Source: an optimization exercise on an open RTL-to-GDS flow (aim: small area, a short achievable clock period and few clock cycles). Production flows keep margins and buffers that such runs may drop. The RTL was checked by simulation tests, not by an equivalence proof against the original design.

==> flow/design.v, too long to show whole: its modules and the start of the top module <==
// module muldiv_unit_mq: 1011 lines
module muldiv_unit_mq #(
  parameter int XLEN       = 32,
  parameter int HART_ID_W  = 1,
  parameter int REG_ADDR_W = 5
) (
  input  logic                  clk,
  input  logic                  rst_n,
  input  logic                  muldiv_start,
  input  logic [2:0]            muldiv_op,
  input  logic [XLEN-1:0]       muldiv_a,
  input  logic [XLEN-1:0]       muldiv_b,
  input  logic [HART_ID_W-1:0]  muldiv_hart_id,
  input  logic [REG_ADDR_W-1:0] muldiv_rd,
  input  logic                  muldiv_kill,
  input  logic [HART_ID_W-1:0]  muldiv_kill_hart_id,
  output logic                  muldiv_busy,
  output logic                  muldiv_done,
  output logic [XLEN-1:0]       muldiv_result,
  output logic [HART_ID_W-1:0]  muldiv_done_hart_id,
  output logic [REG_ADDR_W-1:0] muldiv_done_rd
);
  // ...
==> flow/run.sh <==
#!/bin/bash
# synth_recipe.tcl (not shown) runs the flow's synth.tcl, then flattens the netlist and writes it again
# the make line also repeats each setting of config.mk as NAME=value (left out here)
make -C /OpenROAD-flow-scripts/flow DESIGN_CONFIG=/design/flow/config.mk WORK_HOME=/design/flow/orfs CLKGATE_MAP_FILE= SYNTH_SCRIPT=/design/flow/synth_recipe.tcl finish
==> flow/config.mk <==
export PLATFORM = sky130hd
export DESIGN_NAME = muldiv_unit_mq
export DESIGN_NICKNAME = muldiv_unit_mq
export VERILOG_FILES = /design/flow/design.v
export SDC_FILE = /design/flow/constraint.sdc
export NUM_CORES = 4
export LEC_CHECK = 0
export CAP_MARGIN = 20
export CORE_MARGIN = 2
export CORE_UTILIZATION = 40
export SETUP_SLACK_MARGIN = 5
export SLEW_MARGIN = 20
==> flow/constraint.sdc <==
create_clock -name core_clock -period 10.0 [get_ports {clk}]
set_input_delay 2.0000 -clock core_clock [delete_from_list [all_inputs] [get_ports {clk}]]
set_output_delay 2.0000 -clock core_clock [all_outputs]
set_load 0.01 [all_outputs]
==> reports/qor.txt, run 1 <==
DRT
-----------------------------------------------------------------------
Highest Signal Layer                                               met5
Average routed wire per standard cell                           35.7 um
Detailed-router iteration count before antenna repair                13
Antenna-violating nets left                                           0

FLOORPLANNING
-----------------------------------------------------------------------
Number of ports placed on the die boundary                          118
Starting density of the core                                      40.5%
Tap Cells                                                          1276

CRITICAL PATH
-----------------------------------------------------------------------
Required @ worst endpoint                                       8.00 ns
Worst path arrival time                                         4.89 ns
Type of the setup path with the least slack                  reg -> out
Total stage count of the critical path                               13

CLOCKING
-----------------------------------------------------------------------
Num Clock Sinks                                                     258
TritonCTS clock tree                                                yes
Number of buffers added for setup after CTS                         191
Maximum root-to-sink buffer count                                     3

TIMING
-----------------------------------------------------------------------
Worst hold margin                                              0.279 ns
Final count of pins violating max slew                                0

RUN STATUS
-----------------------------------------------------------------------
Outcome                                                    finished clean

CELLS AND AREA
-----------------------------------------------------------------------
Share of the final layout cell area in multi-input gates          63.0%
Antenna diode instance count                                         25
Clock network area share                                          2.59%
Reg area                                                   0.00735 mm^2
Most common cell after layout, fill and taps aside         sky130_fd_sc_hd__nand2_1

LOGIC SYNTHESIS
-----------------------------------------------------------------------
Number of synthesized register bits                                 258
Main area contributors after synthesis                     sky130_fd_sc_hd__edfxtp_1 16%, sky130_fd_sc_hd__fa_1 14%, sky130_fd_sc_hd__ha_1 6.2%
Synth Area in Compound Gates                                      28.6%

HOLD PATH
-----------------------------------------------------------------------
Worst hold path type                                         reg -> reg
Hold Path Cell Cnt                                                    0

PLACEMENT
-----------------------------------------------------------------------
Hpwl dp                                                       151000 um
Routability Congestion                                             1.04
Worst slack at placement                                        2.38 ns

Testbench counts, summed over its fixed seeds: cycles 6,036.
==> run 2, diff against run 1 <==
--- a/flow/config.mk
+++ b/flow/config.mk
@@ -10,3 +10,3 @@
 export CORE_UTILIZATION = 40
-export SETUP_SLACK_MARGIN = 5
+export SETUP_SLACK_MARGIN = 4
 export SLEW_MARGIN = 20
==> reports/qor.txt, run 2 <==
RUN STATUS
------------------------------------------------------------------------------------------------------
Outcome                                                                                   finished clean   unchanged

CELLS AND AREA
------------------------------------------------------------------------------------------------------
Final #Nets                                                                                       5665   was 5776
Biggest register                                                                                   s_q   unchanged
Area growth syn-to-layout                                                                        22.2%   was 31.7%
Most common cell after layout, fill and taps aside                                        sky130_fd_sc_hd__a21oi_1   was sky130_fd_sc_hd__nand2_1
Share of final-layout standard cells stronger than drive strength 1                              16.8%   was 23.4%
Top Registers                                                                             s_q (64), c_q (63), a_q (33)   unchanged
Total area of multi-input combinational cells                                              0.0309 mm^2   was 0.0326 mm^2
Reg area                                                                                  0.00734 mm^2   was 0.00735 mm^2
Commonest cells after routing, fill and taps aside                                        443 x sky130_fd_sc_hd__a21oi_1, 427 x sky130_fd_sc_hd__nand2_1, 395 x sky130_fd_sc_hd__nor2_1   was 420 x sky130_fd_sc_hd__nand2_1, 407 x sky130_fd_sc_hd__a21oi_1, 383 x sky130_fd_sc_hd__nor2_1
Filler cells                                                                                      9276   was 8877
Share of the core filled with cells in the final layout                                          49.5%   was 53.3%
Cell area after layout                                                                     0.0480 mm^2   was 0.0517 mm^2
Max reg flops                                                                                       64   unchanged

TIMING
------------------------------------------------------------------------------------------------------
RSZ-0062 raised after global routing                                                               yes   unchanged
Final Hold Fails                                                                                     0   unchanged
Final setup violation count                                                                          0   unchanged
Worst-case headroom to the max-slew limit                                                        23.6%   was 17.9%
Clk_skew                                                                                     0.0278 ns   was 0.0855 ns
Measured slew at the worst slew-check pin                                                      1.14 ns   was 1.22 ns
Final count of pins violating max slew                                                               0   unchanged
Portion of the clock cycle consumed by the worst path in the final layout                        66.1%   was 68.9%
Max frequency                                                                                  151 MHz   was 145 MHz
Clock period minus worst slack                                                                 6.61 ns   was 6.89 ns
Setup_tns                                                                                         0 ns   unchanged

GLOBAL ROUTE
------------------------------------------------------------------------------------------------------
Global-route usage over all layers                                                               39.7%   was 44.0%
Number of global-route vias before repair                                                        39600   was 41300
Congestion Overflow GR                                                                               0   unchanged
Maximum number of pins on one net before global-route repair                                        96   was 98
Wire length of the first global-routing pass                                                 289000 um   was 314000 um
Initial antenna violation count                                                                     11   was 29

CLOCKING
------------------------------------------------------------------------------------------------------
TritonCTS clock tree                                                                               yes   unchanged
Num Clock Sinks                                                                                    258   unchanged
Maximum root-to-sink buffer count                                                                    3   unchanged
Clock transition at the register clock pins on the worst setup and hold paths after CTS        0.06 ns   about the same
Cts bufs inserted                                                                                   38   was 39
Worst skew pair latency                                                                        0.63 ns   was 0.67 ns
Number of H-tree levels                                                                              2   unchanged
Clock tree root buffer cell                                                               sky130_fd_sc_hd__clkbuf_16   unchanged

FLOORPLANNING
------------------------------------------------------------------------------------------------------
Cell row count                                                                                     114   unchanged
Die outline width                                                                               317 um   unchanged
Die area                                                                                    0.101 mm^2   unchanged
Core Region                                                                                0.0970 mm^2   unchanged
Number of ports placed on the die boundary                                                         118   unchanged
Starting density of the core                                                                     40.5%   unchanged
Die Height                                                                                      317 um   unchanged

CRITICAL PATH
------------------------------------------------------------------------------------------------------
Type of the setup path with the least slack                                                 reg -> out   unchanged
Worst Setup End Kind                                                                      primary output   unchanged
Required @ worst endpoint                                                                      8.00 ns   about the same
Startpoint type of the worst setup path                                                       register   unchanged
Highest fanout seen on the critical path                                                             3   was 26
Worst path arrival time                                                                        4.61 ns   was 4.89 ns

LOGIC SYNTHESIS
------------------------------------------------------------------------------------------------------
Post-synthesis mux area share                                                                    3.04%   unchanged
Number of warnings reported in the yosys synthesis log                                               2   unchanged
Synthesized area divided by synthesized cell count                                           7.86 um^2   unchanged
Most frequent cell after synthesis                                                        sky130_fd_sc_hd__a21oi_1   unchanged
Xor and xnor fraction of the mapped netlist area                                                 5.02%   unchanged
Combinational family with the most area after synthesis                                   compound AO/OA/AOI/OAI gates   unchanged
Mapped cell area                                                                           0.0393 mm^2   unchanged
Yosys top cell by area                                                                    sky130_fd_sc_hd__edfxtp_1   unchanged
Synth top area share                                                                             16.4%   unchanged
EDFF count, synth                                                                                  215   unchanged
Top flip-flop cell by instance count after synthesis                                      sky130_fd_sc_hd__edfxtp_1   unchanged
Async set-or-reset flop fraction in the synthesized netlist                                      1.94%   unchanged
Synthesized instance count                                                                        4995   unchanged
Post-synthesis adder-cell area fraction                                                          20.5%   unchanged
Net count after synthesis                                                                         5549   unchanged
Main area contributors after synthesis                                                    sky130_fd_sc_hd__edfxtp_1 16%, sky130_fd_sc_hd__fa_1 14%, sky130_fd_sc_hd__ha_1 6.2%   unchanged
Number of synthesized register bits                                                                258   unchanged
Synth Area in Compound Gates                                                                     28.6%   unchanged
Area share of and/or/nand/nor cells after synthesis                                              15.8%   unchanged
Leading cell types by count after synthesis                                               460 x sky130_fd_sc_hd__a21oi_1, 443 x sky130_fd_sc_hd__clkbuf_1, 437 x sky130_fd_sc_hd__nand2_1   unchanged
Sequential element share of the synthesized area                                                 18.7%   unchanged
Unique cell type count in the Yosys netlist                                                        101   unchanged

DRT
------------------------------------------------------------------------------------------------------
Antenna-violating nets left                                                                          0   unchanged
Detailed router's first-iteration violation count                                                 8188   was 7740
Total wire length after detailed routing                                                     215000 um   was 234000 um
DRC                                                                                                  0   unchanged
Via Count                                                                                        44400   was 46100
Detailed-router iteration count before antenna repair                                               13   unchanged
Vias per std cell                                                                                 6.92   was 7.04
Average routed wire per standard cell                                                          33.4 um   was 35.7 um

PLACEMENT
------------------------------------------------------------------------------------------------------
Hpwl dp                                                                                      146000 um   was 151000 um
Post-Place Cell Area                                                                       0.0416 mm^2   was 0.0419 mm^2
IO Port Bufs                                                                                       117   unchanged
Routability Congestion                                                                            1.08   was 1.04

FLOW RUN
------------------------------------------------------------------------------------------------------
Max-cap violations                                                                                   0   unchanged

HOLD PATH
------------------------------------------------------------------------------------------------------
Worst hold path type                                                                        reg -> reg   unchanged

[run 2: cell counts after synthesis]
No cell type changed its count.
[run 2: timing repair]
| item | 4_1_cts | 5_1_grt |
|---|---|---|
| endpoints found under the setup margin | 251 | 163 |
| hold buffers | 0 | 0 |
| cloned | 7 | 27 |
| gates resized for setup | 224 | 319 |
| setup buffers | 69 | 181 |
| pin swaps | 21 | 104 |
[run 2: through the flow]
| stage | cells | hold slack [ns] | worst slack [ns] |
|---|---|---|---|
| after floorplan | 4995 | 0.323 | 4.05 |
| after global placement | 6063 | 0.325 | 1.86 |
| after detailed placement | 6063 | 0.327 | 1.93 |
| after CTS | 6209 | 0.336 | 3.59 |
| after global routing | 6417 | 0.345 | 3.25 |
| final | 6423 | 0.337 | 3.39 |
[run 2: routing by layer]
metal | part of all wire [%] | wire length, um | GRT usage [%]
met1 | 36 | 76300 | 51.0
met2 | 39 | 83300 | 55.6
met3 | 16 | 34300 | 14.8
met4 | 9.5 | 20500 | 26.0
met5 | 0.040 | 85 | 0
[run 2: cells by family after synthesis]
family,after synthesis
xor gates and xnor gates,225
buffers and inverters,867
AOI/OAI and AO/OA,1709
DFF,258
adders and majority gates,476
and+or+nand+nor,1350
muxes,110
[run 2: area by class of cell]
| cell class | count | share of cell area, % |
|---|---|---|
| inverter | 380 | 3.03 |
| clock inverter | 19 | 0.477 |
| clock buffer | 51 | 2.24 |
| sequential | 258 | 15.3 |
| timing repair buffer | 549 | 11.3 |
| multi-input combinational | 3884 | 64.3 |
| antenna | 6 | 0.0313 |
| tap | 1276 | 3.33 |
[run 2: worst max-delay path, cell delays in order, from the launching register on]
cell	delay [ns]
sky130_fd_sc_hd__edfxtp_1	0.40
sky130_fd_sc_hd__inv_2	0.10
sky130_fd_sc_hd__buf_12	0.13
sky130_fd_sc_hd__a211oi_2	0.06
sky130_fd_sc_hd__nor3_1	0.21
sky130_fd_sc_hd__o311ai_1	0.11
sky130_fd_sc_hd__a311oi_1	0.35
sky130_fd_sc_hd__nor3_1	0.08
sky130_fd_sc_hd__nor3_1	0.21
sky130_fd_sc_hd__o31ai_2	0.12
sky130_fd_sc_hd__a311oi_1	0.34
sky130_fd_sc_hd__o311ai_2	0.15
sky130_fd_sc_hd__and2_4	0.21
sky130_fd_sc_hd__fa_2	0.37
sky130_fd_sc_hd__nor2b_2	0.14
sky130_fd_sc_hd__o21ai_2	0.08
sky130_fd_sc_hd__a21boi_2	0.19
sky130_fd_sc_hd__o21ai_2	0.10
sky130_fd_sc_hd__a21oi_4	0.17
sky130_fd_sc_hd__buf_12	0.15
sky130_fd_sc_hd__o21ai_4	0.05
sky130_fd_sc_hd__nor2_1	0.09
sky130_fd_sc_hd__buf_2	0.15
[run 2: path summary, 6_finish.rpt]
check / end / cells after the start / slack [ns] / start
hold / removal: drd_q[2]$_DFF_P_ / 0 / 0.34 / frd_q[2]$_DFFE_PP_
setup / recovery: muldiv_busy / 22 / 3.39 / a_q[1]$_DFFE_PP_
max in group asynchronous: st_q[2]$_DFFE_PN0P_ / 1 / 8.16 / rst_n
setup reg to reg: s_q[23]$_DFFE_PP_ / 15 / 3.79 / b_q[18]$_DFFE_PP_
min in group asynchronous: st_q[1]$_DFFE_PN0P_ / 1 / 1.62 / rst_n
hold reg to reg: drd_q[2]$_DFF_P_ / 0 / 0.34 / frd_q[2]$_DFFE_PP_

[separate check: timing with driven ports]
The flow's constraints put no driver on any port. The routed layouts listed below were extracted and timed again, unchanged, in two steps.
Step 1 sets driving cells, clkbuf_16 on the clock port and buf_2 on the other inputs (assumed; they add their load-dependent delay and slew).
Step 2 times the ports against the registers' clock, not the clock port: input delays grow and output delays shrink by t, the midpoint of the rising clock arrivals with the driver on.
a / b / c = ideal ports / drivers / drivers and shift; a / b = the first two.
run	shift t [ns]	setup WS [ns]	worst setup path at the end	slew at the worst register clock pin (ns)	pins driven straight from the clock port
run 1	0.707	3.113 / 3.038 / 3.745	register to output	0.07 / 0.07	1
run 2	0.692	3.393 / 3.315 / 3.786	register to register	0.07 / 0.07	1
After both steps every run listed still meets setup and hold.
